Source: an optimization exercise on an open RTL-to-GDS flow (aim: a short achievable clock period, few clock cycles per item and low power). Production flows keep margins and buffers that such runs may drop.
Where RTL was checked, it was by simulation tests only, not by an equivalence proof against the original.
Function not checked in run 2: the RTL went through the layout flow alone.
Power and IR drop assume default switching activity.

## flow/design.v (module list and top-level ports; edited modules follow where they fit)
// module fp_round: 91 lines
// module fmul_pipe: 2360 lines
module fmul_pipe
#(
    parameter int EXP   = 8,
    parameter int FRAC  = 23,
    parameter int WIDTH = EXP + FRAC + 1
) (
    input  logic              clk,
    input  logic              rst,
    input  logic              in_valid,
    output logic              in_ready,
    input  logic [WIDTH-1:0]  a,
    input  logic [WIDTH-1:0]  b,
    input  logic [1:0]        round_mode,
    output logic              out_valid,
    input  logic              out_ready,
    output logic [WIDTH-1:0]  r,
    output logic [NFLAGS-1:0] flags
);
  // ...
==> flow/run.sh <==
#!/bin/bash
# synth_recipe.tcl (not shown) runs the flow's synth.tcl, then flattens the netlist and writes it again
# the make line also repeats each setting of config.mk as NAME=value (left out here)
make -C /OpenROAD-flow-scripts/flow DESIGN_CONFIG=/design/flow/config.mk WORK_HOME=/design/flow/orfs CLKGATE_MAP_FILE= SYNTH_SCRIPT=/design/flow/synth_recipe.tcl finish
==> flow/config.mk <==
export PLATFORM = sky130hd
export DESIGN_NAME = fmul_pipe
export DESIGN_NICKNAME = fmul_pipe
export VERILOG_FILES = /design/flow/design.v
export SDC_FILE = /design/flow/constraint.sdc
export NUM_CORES = 4
export LEC_CHECK = 0
export CAP_MARGIN = 20
export CORE_MARGIN = 2
export CORE_UTILIZATION = 40
export CTS_CLUSTER_DIAMETER = 150
export CTS_CLUSTER_SIZE = 20
export SETUP_SLACK_MARGIN = 4.5
export SLEW_MARGIN = 20
==> flow/constraint.sdc <==
create_clock -name core_clock -period 8.0 [get_ports {clk}]
set_input_delay 1.6000 -clock core_clock [delete_from_list [all_inputs] [get_ports {clk}]]
set_output_delay 1.6000 -clock core_clock [all_outputs]
set_load 0.01 [all_outputs]
==> key figures, run 1 <==
Worst setup path
  • Worst Path Buf+Inv: 4
  • CP max stage cell: fa_2
  • Worst r2r src: xa_B[8]$_SDFF_PP0_
  • Startpoint Class: register
  • Crit path top cell by count: fa_2

Clock tree
  • CTS tree: yes

Pwr
  • P_seq: 3.79 mW
  • Leak pwr: 18.2 nW
  • Gate power share: 0.592
  • P_int: 7.21 mW
  • Top Consumer: combinational cells

Route
  • DR top layer: met5
  • Routed met1 length: 42,700 um
  • Met3 wire length: 8340 um

STA
  • Max-slew headroom: 0.314
  • Final hold viol count: 0

Run status
  • Status: no timing/DRC/antenna violations

Layout
  • Register Area: 11,200 um^2
  • Largest regs: bq: 144 flops, h_q: 36 flops, p_F: 27 flops
  • Clock buffers: 40
  • Fraction of area in multi-input gates: 0.540
  • Non-clock buffers: 364
  • Most frequent cells in the layout: inv_1, fa_1, and2_1, nand2_1, dfxtp_1
  • Clock network area share: 0.0181
  • Nets@finish: 4,343
  • Layout Area Growth over Synthesis: 21.0%

Floorplan
  • # rows: 108
  • Core Region: 87,000 um^2
  • Die W: 301 um
  • # IOs: 109

Global route
  • Met2 usage: 0.376
  • GR Layer Usage met1: 0.307

Logic synthesis
  • Compound-cell area share of the yosys netlist: 0.0793
  • Mux cell area share after synthesis: 0.0295
  • Synth Cell Area: 35,200 um^2
  • Top cells by area, synth: fa_1, edfxtp_1, dfxtp_1
  • Commonest cells post-synth: inv_1, fa_1, and2_1
  • Register area share after synthesis: 0.315

Place
  • Dpl cells: 4,546
  • Area after DPL: 37,700 um^2
Testbench counts, summed over its fixed seeds: cycles 32,032, items 32,000.
==> run 2: changes to the inputs <==
--- a/flow/design.v
+++ b/flow/design.v
@@ -2440,17 +2440,17 @@
     logic [2:0]  cnt_n;
     assign pop   = hv & out_ready;
     assign push  = v2;
     assign hfree = ~hv | pop;
     assign bemp  = (bcnt == 3'd0);
     assign brd   = hfree & ~bemp;
     assign bwr   = push & ~(hfree & bemp);
     assign cnt_n = cnt + 3'(acc) - 3'(pop);
-    assign xw    = {x_r, x_f} & {37{bwr}};
+    assign xw    = {x_r, x_f};
     always_ff @(posedge clk or posedge rst) begin
         if (rst) begin
             hv       <= 1'b0;
             bcnt     <= 3'd0;
             rp       <= 3'd0;
             wp       <= 3'd0;
             cnt      <= 3'd0;
             in_ready <= 1'b1;
--- a/flow/config.mk
+++ b/flow/config.mk
@@ -5,10 +5,10 @@
 export SDC_FILE = /design/flow/constraint.sdc
 export NUM_CORES = 4
 export LEC_CHECK = 0
 export CAP_MARGIN = 20
 export CORE_MARGIN = 2
 export CORE_UTILIZATION = 40
 export CTS_CLUSTER_DIAMETER = 150
 export CTS_CLUSTER_SIZE = 20
-export SETUP_SLACK_MARGIN = 4.5
+export SETUP_SLACK_MARGIN = 4.3
 export SLEW_MARGIN = 20
==> run 2 against run 1 <==
Register-to-register slack better by 20 ps. Via count shrank 5.0%. Non-clock buffer count fell by 96. Sequential share of layout area grew 1.4 points. Maximum frequency fell by 0.67%. Largest power group unchanged. Cell area down 5.3%. Still clean on timing, DRC and antenna. First-iteration DRC count decreased by 9.3%. Sequential cell count unchanged.
==> key figures, run 2 <==
Run status
  • Status: no timing/DRC/antenna violations

Worst setup path
  • Worst Setup Path Type: input pin to register
  • Startpoint Class: input pin
  • Slowest stage delay, CP: 540 ps
  • Crit path top cell by count: buf_12
  • Family with the most delay on the worst path: simple AND/OR/NAND/NOR gates
  • CP max stage cell: or4_4
  • Crit-path max FO: 7
  • Arr. time, crit path: 4240 ps
  • CP Data Required Time: 8520 ps
  • CP cell instances: buf_8 > or4_4 > or2_4 > a2111oi_4 > buf_12 > buf_12 > mux2i_4 > mux2i_2 > a21oi_2 > nor2_1 > or3_1
  • Worst Path Buf+Inv: 3 (-1)
  • CP Capture Type: register

Run
  • Maxcap violations: 0

Layout
  • Layout Area Growth over Synthesis: 15.8%
  • Nets@finish: 4,191 (-3.5%)
  • Max reg flops: 144
  • Layout cells sized above 1: 0.133
  • Largest regs: bq: 144 flops, h_q: 36 flops, p_F: 27 flops
  • Commonest non-fill, non-tap cell in the layout: inv_1
  • Reg with most FFs: bq
  • Most frequent cells in the layout: inv_1, fa_1, and2_1, nand2_1, dfxtp_1

Global route
  • Vias in the first global route: 25,126
  • First-pass GRT wire length: 148,000 um
  • Pin count of the biggest net entering global routing: 62
  • Initial antenna violation count: 5
  • Total global-route track usage: 0.215
  • Grt total ovfl: 0

Logic synthesis
  • Flops & latches, synth: 459
  • Synth Area per Inst: 10.5 um^2
  • Gate Count Post-Synth: 3,329
  • Ys async rst share: 0.0370
  • EDFF count, synth: 180
  • Top-area cell type share of the netlist area: 0.287
  • Adder-cell area share of the yosys netlist: 0.339
  • Largest family of logic cells by synthesized area: adder cells
  • Synth cell types: 83
  • Post-Syn Nets: 4,042
  • Compound-cell area share of the yosys netlist: 0.0798 (+0.000500)
  • Top_reg_cell synth: dfxtp_1
  • Commonest cells post-synth: inv_1, fa_1, and2_1
  • Synth Cell Area: 34,800 um^2 (-1.1%)
  • Top cells by area, synth: fa_1, edfxtp_1, dfxtp_1
  • Synthesis Warnings: 3
  • Simple-gate share of the synthesized area: 0.139
  • Xor/xnor cell area share of the yosys netlist: 0.0201
  • Register area share after synthesis: 0.318 (+0.00355)
  • Most common cell in the netlist: inv_1
  • Cell taking the most area after synthesis: fa_1
  • Mux cell area share after synthesis: 0.0265 (-0.00305)

STA
  • Skew final: 59.8 ps
  • Setup TNS: 0 ps
  • Post-layout min period: 3720 ps
  • Worst-Margin Slew: 970 ps
  • Fin crit share: 0.465
  • Final hold viol count: 0 (unchanged)
  • Fmax: 0.269 GHz
  • Setup violations, final: 0
  • Final Max Tran Viols: 0
  • RSZ-0062 raised after global routing: true
  • Max-slew headroom: 0.349 (+0.0340)

Floorplan
  • Die W: 299 um (-0.55%)
  • Die area: 89,400 um^2
  • Die height: 299 um
  • # IOs: 109 (unchanged)
  • Initial Util: 0.402
  • Core Region: 86,500 um^2 (-0.62%)
  • # rows: 108 (unchanged)

Route
  • Initial DRT Pass Iterations: 7
  • # DRC: 0
  • Routed WL: 97,400 um
  • Detailed-route vias per instance: 5.23
  • DRT iter0 DRCs: 1,727
  • WL/cell: 21.0 um
  • Vias post-DR: 24,326
  • Post-route ant nets: 0

Pwr
  • VDD IR max: 233 uV
  • Leak pwr: 17.5 nW (-3.7%)
  • Cell Pwr Density: 309 nW/um^2
  • Tot Pwr: 12.4 mW

Clock tree
  • Clk slew on worst S/H paths: 90 ps
  • Clock H-tree levels: 1
  • CTS Buffer Depth: 3
  • CTS tree: yes
  • Root Driver: clkbuf_16
  • Clk Latency, worst-skew pair: 640 ps
  • # clock sinks: 459
  • CTS Buf Count: 26

Place
  • IO Port Bufs: 107
  • DP Wirelength: 64,800 um
  • Placer Congestion: 0.866

Worst hold path
  • Worst hold path class: register to register
==> run 2: cell count changes after synthesis, sizes merged, moves of 7 or more <==
cell    delta
o31ai     -12
o211a     +25
o211ai     -8
a21o      +23
mux2       +9
a21oi     -11
mux2i     -29
nand2     -16
xnor2     +11
o21ai      -7
nor3       -8
==> run 2: kinds of logic after synthesis <==
group | after synthesis
fa+ha+maj | 643
compound gates | 392
other cells | 1
flops | 459
mux | 85
simple gates | 964
buf+inv | 705
xor+xnor | 80
==> run 2: repair_timing <==
action | in CTS | in global routing
endpoints found under the setup margin | 283 | 90
hold buffers | 0 | 0
resized for setup | 229 | 200
gates cloned | 5 | 6
pin swaps | 23 | 59
setup buffers | 51 | 49
==> run 2: final timing paths <==
kind	start	endpoint	slack, ps	cells past startpoint
max in group asynchronous	rst	bcnt[0]$_DFF_PP0_	6190	2
max reg2reg	qC_6_0$_DFF_P_	p_F[18]$_DFF_P_	4330	13
min reg2reg	e0_C[5]$_DFF_P_	e0_F[5]$_DFF_P_	330	0
max	b[29]	xb_B[21]$_DFF_P_	4280	11
min in group asynchronous	rst	cnt[1]$_DFF_PP0_	1390	2
min	e0_C[5]$_DFF_P_	e0_F[5]$_DFF_P_	330	0
==> run 2: area by class of cell <==
cell class	instances	area [um^2]
flip-flops and latches	459	11200
fillers	8034	46200
diodes	1	2.50
repair buffers	268	2800
multi-input cells	2168	22000
clock buffers	40	703
inverters	555	2220
well taps	1155	1450
clock inverters	1	16.3
==> run 2: power breakdown <==
part	switching, mW	internal [mW]
Combinational	4.12	3.10
Clock	0.782	0.607
Sequential	0.409	3.43
==> run 2: layer usage <==
| layer | part of all wire | wire (um) | global-route usage | up-vias |
|---|---|---|---|---|
| li1 | - | - | - | 10914 |
| met1 | 0.42 | 40500 | 0.287 | 12302 |
| met2 | 0.47 | 46000 | 0.361 | 899 |
| met3 | 0.072 | 7060 | 0.0321 | 211 |
| met4 | 0.039 | 3840 | 0.0655 | 0 |
| met5 | 0 | 0 | 0 | - |
==> run 2: worst register-to-register path, stage by stage, from the launching register on <==
cell	delay, ps
dfxtp_1	320
fa_1	490
ha_1	330
o21ai_0	340
a2111oi_4	130
o21ai_2	100
o21ai_4	110
a2111o_1	420
buf_12	150
a21oi_4	240
nor2_2	80
or2_2	280
fa_1	380
xor2_1	170
==> run 2: stage by stage <==
stage	utilization	instance area, um^2	setup slack [ps]	std cells	hold slack, ps
after CTS	0.453	39100	4210	4591	331
after floorplan	-	35000	4050	3329	310
final	0.466	40300	4280	4647	328
after global placement	0.431	37300	2700	4494	314
after global routing	0.466	40300	4190	4646	336
after detailed placement	0.431	37300	2700	4494	312

what the ideal ports hide:
The flow's constraints put no driver on any port. The routed layouts listed below were extracted and timed again, unchanged, in two steps. Step 1: set_driving_cell puts a clkbuf_16 on clk and a buf_2 on each other input, an assumption about the parent block. Step 2 adds t to the input delays and takes it off the output delays; t is the mean of the earliest and latest rising clock arrival at the registers after step 1. Input paths then give back, and output paths get back, about the clock's delay inside the block. a / b / c = ideal ports / drivers / drivers and shift; a / b = the first two.
run | t, ns | setup WS [ns] | worst data-port slew with drivers (ns)
run 1 | 0.678 | 4.306 / 4.306 / 3.858 | 0.06
run 2 | 0.672 | 4.280 / 4.305 / 3.633 | 0.05
After both steps setup and hold are still met in every run listed. The setup slack of run 2, which loses most, moves by +0.025 ns with the drivers and by -0.647 ns with both steps.
